This is an optimization exercise on Yosys and OpenROAD, whose aim is small area, a short achievable clock period and few clock cycles, not a production implementation. Where RTL was checked, it was by simulation tests only, not by an equivalence proof against the original. Power is estimated from default activity; no workload was simulated.

== v10 ==
## huffman_top
module huffman_top (
	input  logic                      clk,
	input  logic                      reset,
	input  logic                      gray_valid,
	input  huff_types_pkg::pixel_t    gray_data,
	output logic                      cnt_valid,
	output huff_types_pkg::count_t    cnt1,
	output huff_types_pkg::count_t    cnt2,
	output huff_types_pkg::count_t    cnt3,
	output huff_types_pkg::count_t    cnt4,
	output huff_types_pkg::count_t    cnt5,
	output huff_types_pkg::count_t    cnt6,
	output logic                      code_valid,
	output huff_types_pkg::code_t     hc1,
	output huff_types_pkg::code_t     hc2,
	output huff_types_pkg::code_t     hc3,
	output huff_types_pkg::code_t     hc4,
	output huff_types_pkg::code_t     hc5,
	output huff_types_pkg::code_t     hc6,
	output huff_types_pkg::len_mask_t m1,
	output huff_types_pkg::len_mask_t m2,
	output huff_types_pkg::len_mask_t m3,
	output huff_types_pkg::len_mask_t m4,
	output huff_types_pkg::len_mask_t m5,
	output huff_types_pkg::len_mask_t m6
);
export LEC_CHECK = 0
export CAP_MARGIN = 20
export CORE_MARGIN = 2
export CORE_UTILIZATION = 40
export CTS_BUF_LIST = sky130_fd_sc_hd__clkbuf_8
export CTS_CLUSTER_SIZE = 12
export SLEW_MARGIN = 20
create_clock -name core_clock -period 8.0 [get_ports {clk}]
standard.sh (not shown) runs the stock make flow with config.mk's settings and CLKGATE_MAP_FILE= SYNTH_SCRIPT=/design/flow/synth_recipe.tcl, a recipe that flattens the netlist after the stock synthesis.
==> flow/flow/run.sh <==
#!/bin/bash
set -euo pipefail
bash standard.sh "BUFFER_PORTS_ARGS=-buffer_cell sky130_fd_sc_hd__buf_1" SETUP_SLACK_MARGIN=5.0 finish > make_finish.log 2>&1
What v34 does differently from v10 at the input level:
-- flow/config.mk --
<<< v10, line 10
export CORE_UTILIZATION = 40
export CTS_BUF_LIST = sky130_fd_sc_hd__clkbuf_8
export CTS_CLUSTER_SIZE = 12
export SLEW_MARGIN = 20
>>> v34, line 10
export CORE_UTILIZATION = 40
export CTS_BUF_LIST = sky130_fd_sc_hd__clkbuf_8
export SLEW_MARGIN = 20
### Flow results
v34 -> v10: total setup buffers inserted after CTS delta 0, exact match
As far as final-report max-slew violation count goes, v10 and v34 are indistinguishable; the numbers are identical.
Number of buffer and inverter instances along the worst setup path: v34 vs v10 identical
Comparing v34 against v10, there is no change at all in die outline area.
Post-synthesis instance area came out exactly the same in v34 and v10.
--- input diff v34..v19 ---
==> flow/flow/run.sh <==
#!/bin/bash
set -euo pipefail
bash standard.sh "BUFFER_PORTS_ARGS=-buffer_cell sky130_fd_sc_hd__buf_1" SETUP_SLACK_MARGIN=5.25 finish > make_finish.log 2>&1
-- flow/config.mk --
<<< v34, line 10
export CORE_UTILIZATION = 40
export CTS_BUF_LIST = sky130_fd_sc_hd__clkbuf_8
export SLEW_MARGIN = 20
>>> v19, line 10
export CORE_UTILIZATION = 40
export CTS_BUF_LIST = sky130_fd_sc_hd__clkbuf_8
export CTS_CLUSTER_SIZE = 12
export SLEW_MARGIN = 20
Results
- The routed length per placed instance in v19 was higher than what v34 gave.
- Compared with v34, in v19 final critical-path share of the clock period moved down, power moved up, global routing usage on met3 moved up.
- v19 reached the end of the flow, and the finished layout is clean on the timing, DRC and antenna checks.
- v19 vs v34 — number of nets in the layout climbed by a few percent
- Of v34 and v19, the run reporting the higher met3 wire length was v19.
No functional check of the RTL was part of any run of this note.

========
try-zinc:
Another version of the RTL of huffman_top (not shown whole).
For scale: about 190 flip-flops, ~160 I/O pins.
==> flow/config.mk <==
export PLATFORM = sky130hd
export DESIGN_NAME = huffman_top
export DESIGN_NICKNAME = huffman_top
export VERILOG_FILES = /design/flow/design.v
export SDC_FILE = /design/flow/constraint.sdc
export NUM_CORES = 4
export LEC_CHECK = 0
export ABC_AREA = 1
export CAP_MARGIN = 20
export CORE_MARGIN = 2
export CORE_UTILIZATION = 40
export CTS_BUF_LIST = sky130_fd_sc_hd__clkbuf_4 sky130_fd_sc_hd__clkbuf_8 sky130_fd_sc_hd__clkbuf_16
export GPL_ROUTABILITY_DRIVEN = 0
export SLEW_MARGIN = 20
export TNS_END_PERCENT = 0
==> flow/constraint.sdc <==
create_clock -name core_clock -period 8.0 [get_ports {clk}]
set_input_delay 1.6000 -clock core_clock [delete_from_list [all_inputs] [get_ports {clk}]]
set_output_delay 1.6000 -clock core_clock [all_outputs]
set_load 0.01 [all_outputs]
==> flow/flow/run.sh <==
#!/bin/bash
set -euo pipefail
bash standard.sh "BUFFER_PORTS_ARGS=-buffer_cell sky130_fd_sc_hd__buf_1" SETUP_SLACK_MARGIN=5.3 finish > make_finish.log 2>&1
Testbench counts of try-zinc, summed over its fixed seeds: cycles 13,084.
Here is what was changed in the inputs of try-amber compared with try-zinc.
Settings: a change of CTS_BUF_LIST from sky130_fd_sc_hd__clkbuf_4 sky130_fd_sc_hd__clkbuf_8 sky130_fd_sc_hd__clkbuf_16 to sky130_fd_sc_hd__clkbuf_2 sky130_fd_sc_hd__clkbuf_4 sky130_fd_sc_hd__clkbuf_8 sky130_fd_sc_hd__clkbuf_16.
## What came out
Looking at try-zinc and try-amber, the cell count of the worst hold path is a wash.
Diff try-zinc..try-amber | count of placed standard cells including taps | unchanged
Diff try-zinc..try-amber | post-route minimum period | unchanged
Final-layout clock-cell area share: try-amber vs try-zinc identical
> inputs changed (try-amber -> try-xenon)
Settings: changing CTS_BUF_LIST from sky130_fd_sc_hd__clkbuf_2 sky130_fd_sc_hd__clkbuf_4 sky130_fd_sc_hd__clkbuf_8 sky130_fd_sc_hd__clkbuf_16 to sky130_fd_sc_hd__clkbuf_8 sky130_fd_sc_hd__clkbuf_16.
==> flow/flow/run.sh <==
#!/bin/bash
set -euo pipefail
bash standard.sh "BUFFER_PORTS_ARGS=-buffer_cell sky130_fd_sc_hd__buf_1" SETUP_SLACK_MARGIN=5.25 finish > make_finish.log 2>&1
Findings:
try-xenon against try-amber: fraction of area in registers shows no meaningful change, switching share of power shows a reduction of 0.20 points, power consumption shows no meaningful change.
Inputs modified between try-xenon and try-pepper:
==> flow/flow/run.sh <==
#!/bin/bash
set -euo pipefail
bash standard.sh "BUFFER_PORTS_ARGS=-buffer_cell sky130_fd_sc_hd__buf_1" SETUP_SLACK_MARGIN=5.4 finish > make_finish.log 2>&1
Notes after the runs:
Comparing try-pepper and try-xenon, share of post-route cells with drive strength above 1 is higher on try-pepper.
try-pepper reports a higher non-clock buffer count than try-xenon does.
Re post-place setup slack: no difference whatsoever between try-xenon and try-pepper.
try-pepper vs try-xenon on routed wire length on met2: try-pepper is the higher one.
Peak supply drop: try-pepper < try-xenon
The global-route wire length before repair in try-pepper sits 0.82% above the value recorded for try-xenon.
The core of try-pepper is more densely filled than that of try-xenon.
The run with more routed wire is try-pepper, not try-xenon.
Compared try-pepper vs try-xenon, and final worst-path setup slack is up in try-pepper.
Between try-xenon and try-pepper, the met1 track demand over resource in global routing does not differ in any meaningful way.

========
== main ==
The RTL this note starts from:
==> flow/design.v <==
package huff_types_pkg;
	typedef logic [8-1:0] pixel_t;
	typedef logic [8-1:0] count_t;
	typedef logic [6-1:0] sym_mask_t;
	typedef logic [8-1:0] code_t;
	typedef logic [8-1:0] len_mask_t;
endpackage
package huff_ctrl_pkg;
	typedef enum logic [1:0] {SORT_IDLE, SORT_PASS, SORT_DONE} sort_state_t;
	typedef enum logic [1:0] {MRG_IDLE, MRG_POP, MRG_INSERT, MRG_DONE} merge_state_t;
	typedef enum logic [1:0] {BLD_IDLE, BLD_WALK, BLD_DONE} build_state_t;
	typedef logic [$clog2(5)-1:0] round_t;
	typedef logic [$clog2(6+1)-1:0] step_t;
endpackage
`timescale 1ns/1ns
module huffman_top (
	input  logic                      clk,
	input  logic                      reset,
	input  logic                      gray_valid,
	input  huff_types_pkg::pixel_t    gray_data,
	output logic                      cnt_valid,
	output huff_types_pkg::count_t    cnt1,
	output huff_types_pkg::count_t    cnt2,
	output huff_types_pkg::count_t    cnt3,
	output huff_types_pkg::count_t    cnt4,
	output huff_types_pkg::count_t    cnt5,
	output huff_types_pkg::count_t    cnt6,
	output logic                      code_valid,
	output huff_types_pkg::code_t     hc1,
	output huff_types_pkg::code_t     hc2,
	output huff_types_pkg::code_t     hc3,
	output huff_types_pkg::code_t     hc4,
	output huff_types_pkg::code_t     hc5,
	output huff_types_pkg::code_t     hc6,
	output huff_types_pkg::len_mask_t m1,
	output huff_types_pkg::len_mask_t m2,
	output huff_types_pkg::len_mask_t m3,
	output huff_types_pkg::len_mask_t m4,
	output huff_types_pkg::len_mask_t m5,
	output huff_types_pkg::len_mask_t m6
);
	function automatic logic ge8(input logic [7:0] a, input logic [7:0] b);
		logic [7:0] g;
		logic [7:0] l;
		logic [3:0] g2;
		logic [3:0] l2;
		logic [1:0] g4;
		logic [1:0] l4;
		g = a & ~b;
		l = ~a & b;
		for (int i = 0; i < 4; i++) begin
			g2[i] = g[2*i+1] | (~l[2*i+1] & g[2*i]);
			l2[i] = l[2*i+1] | (~g[2*i+1] & l[2*i]);
		end
		for (int i = 0; i < 2; i++) begin
			g4[i] = g2[2*i+1] | (~l2[2*i+1] & g2[2*i]);
			l4[i] = l2[2*i+1] | (~g2[2*i+1] & l2[2*i]);
		end
		ge8 = ~(l4[1] | (~g4[1] & l4[0]));
	endfunction
	function automatic logic [7:0] add8(input logic [7:0] a, input logic [7:0] b);
		logic [7:0] g;
		logic [7:0] p;
		logic [7:0] gg;
		logic [7:0] pp;
		logic [7:0] g1;
		logic [7:0] p1;
		g = a & b;
		p = a ^ b;
		gg = g;
		pp = p;
		for (int d = 1; d < 8; d = d * 2) begin
			g1 = gg;
			p1 = pp;
			for (int i = d; i < 8; i++) begin
				gg[i] = g1[i] | (p1[i] & g1[i - d]);
				pp[i] = p1[i] & p1[i - d];
			end
		end
		add8 = p ^ {gg[6:0], 1'b0};
	endfunction
	logic            seen;
	logic            closed;     
	logic            closed_d;   
	logic [5:0][7:0] cnt;
	always_ff @(posedge clk) begin
		if (reset) begin
			seen      <= 1'b0;
			closed    <= 1'b0;
			closed_d  <= 1'b0;
			cnt_valid <= 1'b0;
			cnt       <= '0;
		end else begin
			closed_d  <= closed;
			cnt_valid <= 1'b0;
			if (!closed) begin
				if (gray_valid) begin
					seen <= 1'b1;
					for (int i = 0; i < 6; i++) begin
						if (gray_data == 8'(i + 1)) begin
							cnt[i] <= cnt[i] + 8'd1;
						end
					end
				end else if (seen) begin
					closed    <= 1'b1;
					cnt_valid <= 1'b1;
				end
			end
		end
	end
	logic [5:0][5:0] ge_nx;
	logic [5:0][5:0] oh;
	logic [5:0][5:0] oh_nx;
	always_comb begin
		ge_nx = '0;
		for (int i = 0; i < 6; i++) begin
			for (int j = i + 1; j < 6; j++) begin
				ge_nx[i][j] = ge8(cnt[i], cnt[j]);
			end
		end
		for (int i = 0; i < 6; i++) begin
			oh_nx[i] = 6'b000001;
			for (int j = 0; j < 6; j++) begin
				if (j > i && ge_nx[i][j]) oh_nx[i] = {oh_nx[i][4:0], 1'b0};
				if (j < i && !ge_nx[j][i]) oh_nx[i] = {oh_nx[i][4:0], 1'b0};
			end
		end
	end
	assign cnt1 = cnt[0];
	assign cnt2 = cnt[1];
	assign cnt3 = cnt[2];
	assign cnt4 = cnt[3];
	assign cnt5 = cnt[4];
	assign cnt6 = cnt[5];
	logic [5:0][7:0] sorted_w;
	logic [7:0]      sorted_s;
	always_comb begin
		for (int i = 0; i < 6; i++) begin
		end
		for (int k = 0; k < 6; k++) begin
			sorted_w[k] = '0;
			for (int i = 0; i < 6; i++) begin
				sorted_w[k] = sorted_w[k] | (cnt[i] & {8{oh[i][k]}});
			end
		end
		sorted_s = add8(sorted_w[0], sorted_w[1]);
	end
	logic [5:0][7:0] w;       
	logic [7:0]      sw;      
	logic [5:0]      vld;     
	logic [5:0][4:0] code;    
	logic [5:0][4:0] msk;     
	logic [5:2]      t;       
	logic [4:0]      pone;    
	logic [4:0][7:0] rw;
	logic [7:0]      rsw;
	logic [5:0][5:0] roh;
	logic [5:0][4:0] rcode;
	logic [5:0][4:0] rmsk;
	always_comb begin
		logic [5:0] pv;
		logic [4:0] mv;
		logic [4:0] kv;
		for (int k = 2; k < 6; k++) begin
			t[k] = !ge8(w[k], sw) && vld[k];
		end
		pone[0] = ~t[2];
		for (int j = 1; j < 4; j++) begin
			pone[j] = t[j + 1] & ~t[j + 2];
		end
		pone[4] = t[5];
		rw[0] = t[2] ? w[2] : sw;
		for (int i = 1; i < 4; i++) begin
			if (t[i + 2]) rw[i] = w[i + 2];
			else if (t[i + 1]) rw[i] = sw;
			else rw[i] = w[i + 1];
		end
		rw[4] = t[5] ? sw : w[5];
		rsw = t[3] ? add8(w[2], w[3]) : add8(w[2], sw);
		for (int s = 0; s < 6; s++) begin
			pv = oh[s];
			mv = msk[s];
			kv = code[s];
			roh[s] = '0;
			for (int j = 0; j < 5; j++) begin
				roh[s][j] = (pv[0] | pv[1]) & pone[j];
				if (j + 2 < 6) roh[s][j] = roh[s][j] | (pv[j + 2 < 6 ? j + 2 : 5] & t[j + 2 < 6 ? j + 2 : 5]);
				if (j >= 1) roh[s][j] = roh[s][j] | (pv[j + 1] & ~t[j >= 1 ? j + 1 : 2]);
			end
			rcode[s] = roh[s][0] ? kv | (~mv & {mv[3:0], 1'b1}) : kv;
			rmsk[s]  = (roh[s][0] | roh[s][1]) ? {mv[3:0], 1'b1} : mv;
		end
	end
	always_ff @(posedge clk) begin
		if (reset) begin
			code_valid <= 1'b0;
		end else if (closed_d && vld[2] && !vld[3]) begin
			code_valid <= 1'b1;
		end
	end
	always_ff @(posedge clk) begin
		if (!closed_d) begin
			oh <= oh_nx;
		end else begin
			oh <= roh;
		end
	end
	always_ff @(posedge clk) begin
		if (!closed_d) begin
			w    <= sorted_w;
			sw   <= sorted_s;
			vld  <= 6'b111111;
			for (int s = 0; s < 6; s++) begin
				code[s] <= {4'b0, oh[s][0]};
				msk[s]  <= {4'b0, oh[s][0] | oh[s][1]};
			end
		end else if (vld[2]) begin
			w[4:0] <= rw;
			sw     <= rsw;
			vld    <= {1'b0, vld[5:1]};
			code   <= rcode;
			msk    <= rmsk;
		end
	end
	assign hc1 = {3'b0, code[0]};
	assign hc2 = {3'b0, code[1]};
	assign hc3 = {3'b0, code[2]};
	assign hc4 = {3'b0, code[3]};
	assign hc5 = {3'b0, code[4]};
	assign hc6 = {3'b0, code[5]};
	assign m1 = {3'b0, msk[0]};
	assign m2 = {3'b0, msk[1]};
	assign m3 = {3'b0, msk[2]};
	assign m4 = {3'b0, msk[3]};
	assign m5 = {3'b0, msk[4]};
	assign m6 = {3'b0, msk[5]};
endmodule
clock: 8.0 ns
lec_check: 0
abc_area: 1
cap_margin: 5
core_margin: 2
core_utilization: 40
cts_buf_list: sky130_fd_sc_hd__clkbuf_8 sky130_fd_sc_hd__clkbuf_16
gpl_routability_driven: 0
slew_margin: 5
tns_end_percent: 0
==> flow/flow/run.sh <==
#!/bin/bash
set -euo pipefail
bash standard.sh "BUFFER_PORTS_ARGS=-buffer_cell sky130_fd_sc_hd__buf_1" SETUP_SLACK_MARGIN=5.3 finish > make_finish.log 2>&1
The final layout from main, which completed every stage, passed the timing, DRC and antenna checks at the end of the flow.
Testbench counts of main, summed over its fixed seeds: cycles 13,084.
For the feature branch, these inputs were changed with respect to main:
- CAP_MARGIN: 5 -> 20
- SLEW_MARGIN: 5 -> 20
- GPL_ROUTABILITY_DRIVEN: 0 -> unset
==> flow/flow/run.sh <==
#!/bin/bash
set -euo pipefail
bash standard.sh "BUFFER_PORTS_ARGS=-buffer_cell sky130_fd_sc_hd__buf_1" SETUP_SLACK_MARGIN=5.45 finish > make_finish.log 2>&1
Findings:
Relative to main, the ratio of final minimum period to clock period of the feature branch is lower by 0.23 points.
Critical path endpoint = oh[15]$_DFF_P_: the feature branch; critical path endpoint = cnt1[6]: main
Cell count, the feature branch vs main: up slightly
Overall die width: the feature branch vs main identical
The feature branch: routed length on met1 about 2.7% above main
Count of cell instances traversed by the critical path delta for the feature branch relative to main: 12 higher
Diff the feature branch..main | distinct cell type count after synthesis | unchanged
Between main and the feature branch, the clock share of power is lower for main.
When the feature branch is set beside main, its number of clock buffers in the layout turns out to be 2 larger.
The feature branch ends up with higher cell leakage power than main does.
Final design instance area without fill: higher on the feature branch
main vs the feature branch, top routing layer in use: met4 vs met5

## port drivers added, routing unchanged
Ports are ideal in the flow. The routed layouts listed here were re-timed in OpenROAD. Step 1 sets driving cells, clkbuf_16 on the clock port and buf_2 on the other inputs (assumed; they add their load-dependent delay and slew). Step 2 times the ports against the registers' clock, not the clock port: input delays grow and output delays shrink by t, the midpoint of the rising clock arrivals with the driver on. a / b / c = ideal ports / drivers / drivers and shift; a / b = the first two.
run | t, ns | slack for setup (ns) | worst hold slack (ns)
v10 | 0.548 | 5.043 / 4.993 / 4.578 | 0.483 / 0.483 / 0.483
v34 | 0.548 | 5.043 / 4.993 / 4.578 | 0.483 / 0.483 / 0.483
v19 | 0.536 | 5.187 / 5.195 / 4.659 | 0.479 / 0.479 / 0.479
try-zinc | 0.522 | 5.224 / 5.168 / 4.858 | 0.448 / 0.448 / 0.448
try-amber | 0.522 | 5.224 / 5.168 / 4.858 | 0.448 / 0.448 / 0.448
try-xenon | 0.520 | 5.115 / 5.058 / 4.797 | 0.448 / 0.448 / 0.448
try-pepper | 0.517 | 5.264 / 5.208 / 4.854 | 0.448 / 0.448 / 0.448
main | 0.514 | 5.220 / 5.167 / 4.787 | 0.449 / 0.449 / 0.449
the feature branch | 0.512 | 5.239 / 5.222 / 4.830 | 0.450 / 0.450 / 0.450
After both steps every run listed still meets setup and hold. The setup slack of v19, which loses most, moves by +0.008 ns with the drivers and by -0.528 ns with both steps.
